From an optimization exercise on the open Yosys and OpenROAD flow, aimed at small area, a short achievable clock period and few clock cycles per item; shortcuts taken in it are not production practice.
Only simulation tests tie the RTL to the original design; equivalence was not proved.

exp/garnet:
## indexed_list_store
module indexed_list_store (
  input  logic        clk,
  input  logic        rst,
  input  logic        req_valid,
  output logic        req_stall,
  input  logic [2:0]  req_func,
  input  logic [6:0]  req_position,
  input  logic [63:0] req_word,
  output logic        rsp_valid,
  input  logic        rsp_stall,
  output logic [1:0]  rsp_status,
  output logic [5:0]  rsp_found_at,
  output logic [63:0] rsp_word,
  output logic [6:0]  rsp_count
);
Size: roughly 1200 flip-flops.
export LEC_CHECK = 0
export CAP_MARGIN = 20
export CORE_MARGIN = 2
export CORE_UTILIZATION = 25
export CTS_CLUSTER_DIAMETER = 100
export CTS_CLUSTER_SIZE = 18
export PLACE_DENSITY = 0.4
export SETUP_SLACK_MARGIN = 3.0
export SLEW_MARGIN = 20
export TNS_END_PERCENT = 10
create_clock -name core_clock -period 6.0 [get_ports {clk}]
run.sh (not shown) runs the stock make flow with config.mk's settings and CLKGATE_MAP_FILE= SYNTH_SCRIPT=/design/flow/synth_recipe.tcl, a recipe that flattens the netlist after the stock synthesis.
Testbench counts of exp/garnet, summed over its fixed seeds: cycles 32,016, items 32,000.
[inputs] exp/raven vs exp/garnet
- swapping 0.4 for 0.45 in PLACE_DENSITY
- swapping 3.0 for 3.2 in SETUP_SLACK_MARGIN
- swapping 25 for 30 in CORE_UTILIZATION
[summary]
Compared exp/raven vs exp/garnet, and number of buffers other than clock buffers in the final layout is up in exp/raven.
Looking at routed wire length, exp/raven sits below exp/garnet.
| period utilization | exp/raven vs exp/garnet | 2.4 points lower |
Note that the number of antenna violations at the first check in global routing recorded for exp/garnet amounts to 0.897 times the value seen in exp/raven.
Timing, DRC, antenna: 0 failures across exp/raven and exp/garnet
Run comparison: exp/garnet start-to-end type of the worst setup path flip-flop to flip-flop; exp/raven start-to-end type of the worst setup path input port to flip-flop
There was hardly any difference in design area between exp/garnet and exp/raven.
Diff exp/garnet -> exp/raven: via count has increased, first-pass GRT wire length dropped about 4%, die area moved down.
Going from exp/garnet to exp/raven, the fraction of final layout cells sized beyond drive strength 1 was found to have gone up by 0.52 points.
## Diff of input files: exp/tundra against exp/raven
- SETUP_SLACK_MARGIN now 3.0, was 3.2
- CORE_UTILIZATION now 40, was 30
- PLACE_DENSITY now 0.55, was 0.45
==> comparison <==
- exp/tundra vs. exp/raven: detailed-route wire length went down by about 6%.
- Taking exp/raven over exp/tundra, the number of setup buffers added after CTS ratio works out to 1.2.
- Re count of clock-buffer cells in the layout: exp/tundra is about 5.6% up on exp/raven.
- Sort exp/raven and exp/tundra by via density per instance desc -> top: exp/tundra
- Looking at global-route usage, exp/tundra sits 11 points higher than exp/raven does.
- For the critical path depth, exp/tundra came in 2 higher than exp/raven did.
- Changes observed in exp/tundra relative to exp/raven: sequential share of layout area rose by 1.1 points, slew at the pin closest to its max-slew limit has decreased, inserted tap cell count saw a decrease.

## the previous run
The RTL this note starts from:
==> flow/design.v <==
package ils_pkg;
  localparam int CAPACITY  = 16;
  localparam int WORD_BITS = 64;
  localparam int IDX_W     = $clog2(CAPACITY);
  localparam int CNT_W     = $clog2(CAPACITY + 1);
  localparam logic [2:0] FN_INSERT = 3'd0;
  localparam logic [2:0] FN_DELETE = 3'd1;
  localparam logic [2:0] FN_FIND   = 3'd2;
  localparam logic [2:0] FN_GET    = 3'd3;
  localparam logic [2:0] FN_UPDATE = 3'd4;
  localparam logic [1:0] ST_OK      = 2'd0;
  localparam logic [1:0] ST_RANGE   = 2'd1;
  localparam logic [1:0] ST_FULL    = 2'd2;
  localparam logic [1:0] ST_MISSING = 2'd3;
endpackage
module ils_cell (
  input  logic                          clk,
  input  logic                          rst,
  input  logic                          alloc,     
  input  logic                          ins_ok,    
  input  logic                          shift,     
  input  logic                          down,      
  input  logic                          is_ins,    
  input  logic                          wr_upd,    
  input  logic                          wr_del,    
  input  logic                          find,
  input  logic                          get,
  input  logic                          pos_lo,    
  input  logic [ils_pkg::IDX_W-1:0]     pos_in,
  input  logic [ils_pkg::WORD_BITS-1:0] word_in,
  output logic [ils_pkg::WORD_BITS-1:0] word,
  output logic [ils_pkg::IDX_W-1:0]     pos,
  output logic                          live,
  output logic                          hit_next,  
  output logic                          sel_next   
);
  logic at, ge, we, kill;
  logic [ils_pkg::IDX_W-1:0] step;
  assign at = live && pos_lo && (pos == pos_in);
  assign ge = pos_lo && (pos >= pos_in);
  assign we   = (is_ins && alloc) || (wr_upd && at);
  assign kill = wr_del && at;
  assign hit_next = find && live && (word == word_in);
  assign sel_next = get && at;
  always_ff @(posedge clk) begin
    if (we) word <= word_in;
  end
  always_comb begin
    step[0] = 1'b1;
    for (int k = 1; k < ils_pkg::IDX_W; k++) begin
      step[k] = step[k-1] && (pos[k-1] ^ down);
    end
  end
  always_ff @(posedge clk) begin
    if (is_ins && alloc) pos <= pos_in;
    else if (shift && ge) pos <= pos ^ step;
  end
  always_ff @(posedge clk) begin
    if (rst) live <= 1'b0;
    else if (ins_ok && alloc) live <= 1'b1;
    else if (kill) live <= 1'b0;
  end
endmodule
module ils_reduce (
  input  logic [ils_pkg::CAPACITY-1:0]                         hits,
  input  logic [ils_pkg::CAPACITY-1:0]                         sels,
  input  logic [ils_pkg::CAPACITY-1:0][ils_pkg::IDX_W-1:0]     pos,
  input  logic [ils_pkg::CAPACITY-1:0][ils_pkg::WORD_BITS-1:0] words,
  output logic                                                 any,
  output logic [ils_pkg::IDX_W-1:0]                            first,
  output logic [ils_pkg::WORD_BITS-1:0]                        sel_word
);
  logic [ils_pkg::CAPACITY-1:0] at_pos;
  always_comb begin
    for (int q = 0; q < ils_pkg::CAPACITY; q++) begin
      at_pos[q] = 1'b0;
      for (int s = 0; s < ils_pkg::CAPACITY; s++) begin
        at_pos[q] = at_pos[q] | (hits[s] && pos[s] == ils_pkg::IDX_W'(q));
      end
    end
  end
  always_comb begin
    first = '0;
    for (int q = ils_pkg::CAPACITY - 1; q >= 0; q--) begin
      if (at_pos[q]) first = ils_pkg::IDX_W'(q);
    end
  end
  always_comb begin
    sel_word = '0;
    for (int s = 0; s < ils_pkg::CAPACITY; s++) begin
      sel_word = sel_word | (words[s] & {ils_pkg::WORD_BITS{sels[s]}});
    end
  end
  assign any = |hits;
endmodule
module indexed_list_store (
  input  logic        clk,
  input  logic        rst,
  input  logic        req_valid,
  output logic        req_stall,
  input  logic [2:0]  req_func,
  input  logic [6:0]  req_position,
  input  logic [63:0] req_word,
  output logic        rsp_valid,
  input  logic        rsp_stall,
  output logic [1:0]  rsp_status,
  output logic [5:0]  rsp_found_at,
  output logic [63:0] rsp_word,
  output logic [6:0]  rsp_count
);
  localparam int N  = ils_pkg::CAPACITY;
  localparam int IW = ils_pkg::IDX_W;
  localparam int CW = ils_pkg::CNT_W;
  localparam int WB = ils_pkg::WORD_BITS;
  logic [CW-1:0] fill, fill_next;
  logic          accept;
  logic       in_range, pos_ok_ins;
  logic       ins_ok, del_ok, upd_ok, find, get_ok, is_ins, is_del, is_upd, is_get, pos_lo;
  logic [1:0] status_now;
  assign accept     = req_valid && !req_stall;
  assign in_range   = 7'(fill) > req_position;
  assign pos_ok_ins = req_position <= 7'(fill);
  assign pos_lo     = req_position[6:IW] == '0;
  assign is_ins     = req_func == ils_pkg::FN_INSERT;
  assign is_del     = req_func == ils_pkg::FN_DELETE;
  assign is_upd     = req_func == ils_pkg::FN_UPDATE;
  assign is_get     = req_func == ils_pkg::FN_GET;
  always_comb begin
    ins_ok     = 1'b0;
    del_ok     = 1'b0;
    upd_ok     = 1'b0;
    find       = 1'b0;
    get_ok     = 1'b0;
    status_now = ils_pkg::ST_OK;
    fill_next  = fill;
    case (req_func)
      ils_pkg::FN_INSERT: begin
        if (!pos_ok_ins) status_now = ils_pkg::ST_RANGE;
        else if (fill[CW-1]) status_now = ils_pkg::ST_FULL;
        else begin
          ins_ok    = 1'b1;
          fill_next = fill + CW'(1);
        end
      end
      ils_pkg::FN_DELETE: begin
        if (!in_range) status_now = ils_pkg::ST_RANGE;
        else begin
          del_ok    = 1'b1;
          fill_next = fill - CW'(1);
        end
      end
      ils_pkg::FN_FIND: begin
        find       = 1'b1;
        status_now = ils_pkg::ST_MISSING;
      end
      ils_pkg::FN_GET: begin
        if (!in_range) status_now = ils_pkg::ST_RANGE;
        else get_ok = 1'b1;
      end
      ils_pkg::FN_UPDATE: begin
        if (!in_range) status_now = ils_pkg::ST_RANGE;
        else upd_ok = 1'b1;
      end
      default: status_now = ils_pkg::ST_RANGE;
    endcase
  end
  logic [N-1:0][WB-1:0] words;
  logic [N-1:0][IW-1:0] pos;
  logic [N-1:0]         live;
  logic [N-1:0]         hit_next, sel_next;
  logic [N-1:0]         alloc;
  always_comb begin
    alloc = '0;
    for (int s = N - 1; s >= 0; s--) begin
      if (!live[s]) alloc = N'(1) << s;
    end
  end
  for (genvar s = 0; s < N; s++) begin : g_slot
    ils_cell u_cell (
      .clk      (clk),
      .rst      (rst),
      .alloc    (alloc[s]),
      .ins_ok   (accept && ins_ok),
      .shift    (accept && ((is_ins && !fill[CW-1]) || is_del)),
      .down     (is_del),
      .is_ins   (is_ins),
      .wr_upd   (accept && is_upd),
      .wr_del   (accept && is_del),
      .find     (find),
      .get      (is_get),
      .pos_lo   (pos_lo),
      .pos_in   (req_position[IW-1:0]),
      .word_in  (req_word),
      .word     (words[s]),
      .pos      (pos[s]),
      .live     (live[s]),
      .hit_next (hit_next[s]),
      .sel_next (sel_next[s])
    );
  end
  logic          r_v, r_find;
  logic [1:0]    r_status;
  logic [N-1:0]  r_hits, r_sels;
  logic          any;
  logic [IW-1:0] first;
  logic [WB-1:0] sel_word;
  ils_reduce u_reduce (
    .hits     (r_hits),
    .sels     (r_sels),
    .pos      (pos),
    .words    (words),
    .any      (any),
    .first    (first),
    .sel_word (sel_word)
  );
  logic [1:0]    red_status;
  logic [IW-1:0] red_found;
  assign red_status = r_find ? (any ? ils_pkg::ST_OK : ils_pkg::ST_MISSING) : r_status;
  assign red_found  = (r_find && any) ? first : '0;
  logic          o_v;
  logic [1:0]    o_status;
  logic [IW-1:0] o_found;
  logic [WB-1:0] o_word;
  logic [CW-1:0] o_count;
  logic o_load;
  assign o_load    = r_v && (!o_v || !rsp_stall);
  assign req_stall = r_v && o_v && rsp_stall;
  always_ff @(posedge clk) begin
    if (rst) begin
      fill <= '0;
      r_v  <= 1'b0;
      o_v  <= 1'b0;
    end else begin
      if (accept) fill <= fill_next;
      r_v <= accept || (r_v && !o_load);
      o_v <= o_load || (o_v && rsp_stall);
    end
  end
  always_ff @(posedge clk) begin
    if (accept) begin
      r_find   <= find;
      r_status <= status_now;
      r_hits   <= hit_next;
      r_sels   <= sel_next;
    end
  end
  always_ff @(posedge clk) begin
    if (o_load) begin
      o_status <= red_status;
      o_found  <= red_found;
      o_word   <= sel_word;
      o_count  <= fill;
    end
  end
  assign rsp_valid    = o_v;
  assign rsp_status   = o_status;
  assign rsp_found_at = 6'(o_found);
  assign rsp_word     = o_word;
  assign rsp_count    = 7'(o_count);
endmodule
Settings: LEC_CHECK=0, CAP_MARGIN=20, CORE_MARGIN=2, CORE_UTILIZATION=30, CTS_CLUSTER_DIAMETER=100, CTS_CLUSTER_SIZE=18, PLACE_DENSITY=0.45, SETUP_SLACK_MARGIN=3.0, SLEW_MARGIN=20, TNS_END_PERCENT=10; clock period 6.0 ns.
No stage failed in the previous run, and the final checks on the layout all came back clean.
Testbench counts of the previous run, summed over its fixed seeds: cycles 32,016, items 32,000.
diff inputs: the previous run => the current run
- CORE_UTILIZATION changed from 30 to 35
- PLACE_DENSITY changed from 0.45 to 0.5
[summary]
Comparing wire length for the current run and the previous run, the smaller number came from the current run. [compare] base=the previous run new=the current run: worst setup slack now smaller, data arrival time at the worst-slack endpoint has increased, post-detailed-route via-to-cell ratio went up about 5.6%. The current run: wire length of the first global-routing pass is 4.2% lower than what the previous run reported. Taking the previous run as the reference, in the current run buffering stage count on the worst path with inverters included higher; sequential share of layout area went up by 0.35 points. Comparing the current run and the previous run, the lower non-clock buffer count was measured on the previous run.

## afterwards: timing with drivers on the ports
The flow's constraints put no driver on any port. The routed layouts listed below were extracted and timed again, unchanged, in two steps. Step 1: set_driving_cell puts a clkbuf_16 on clk and a buf_2 on each other input, an assumption about the parent block. Step 2 adds t to the input delays and takes it off the output delays; t is the mean of the earliest and latest rising clock arrival at the registers after step 1. Input paths then give back, and output paths get back, about the clock's delay inside the block. a / b / c = ideal / step 1 / step 2; a / b = the first two.
| run | shift t [ns] | setup WS [ns] | latest minus earliest clock arrival (ns) | slew at the worst register clock pin (ns) |
|---|---|---|---|---|
| exp/garnet | 0.877 | 2.676 / 2.676 / 1.987 | 0.067 / 0.067 | 0.10 / 0.10 |
| exp/raven | 0.908 | 2.821 / 2.832 / 1.988 | 0.066 / 0.066 | 0.09 / 0.09 |
| exp/tundra | 0.871 | 2.566 / 2.495 / 1.624 | 0.072 / 0.072 | 0.10 / 0.10 |
| the previous run | 0.923 | 2.700 / 2.736 / 1.843 | 0.067 / 0.067 | 0.10 / 0.10 |
| the current run | 0.871 | 2.611 / 2.677 / 1.806 | 0.062 / 0.062 | 0.09 / 0.09 |
After both steps setup and hold are still met in every run listed. The setup slack of exp/tundra, which loses most, moves by -0.071 ns with the drivers and by -0.942 ns with both steps.
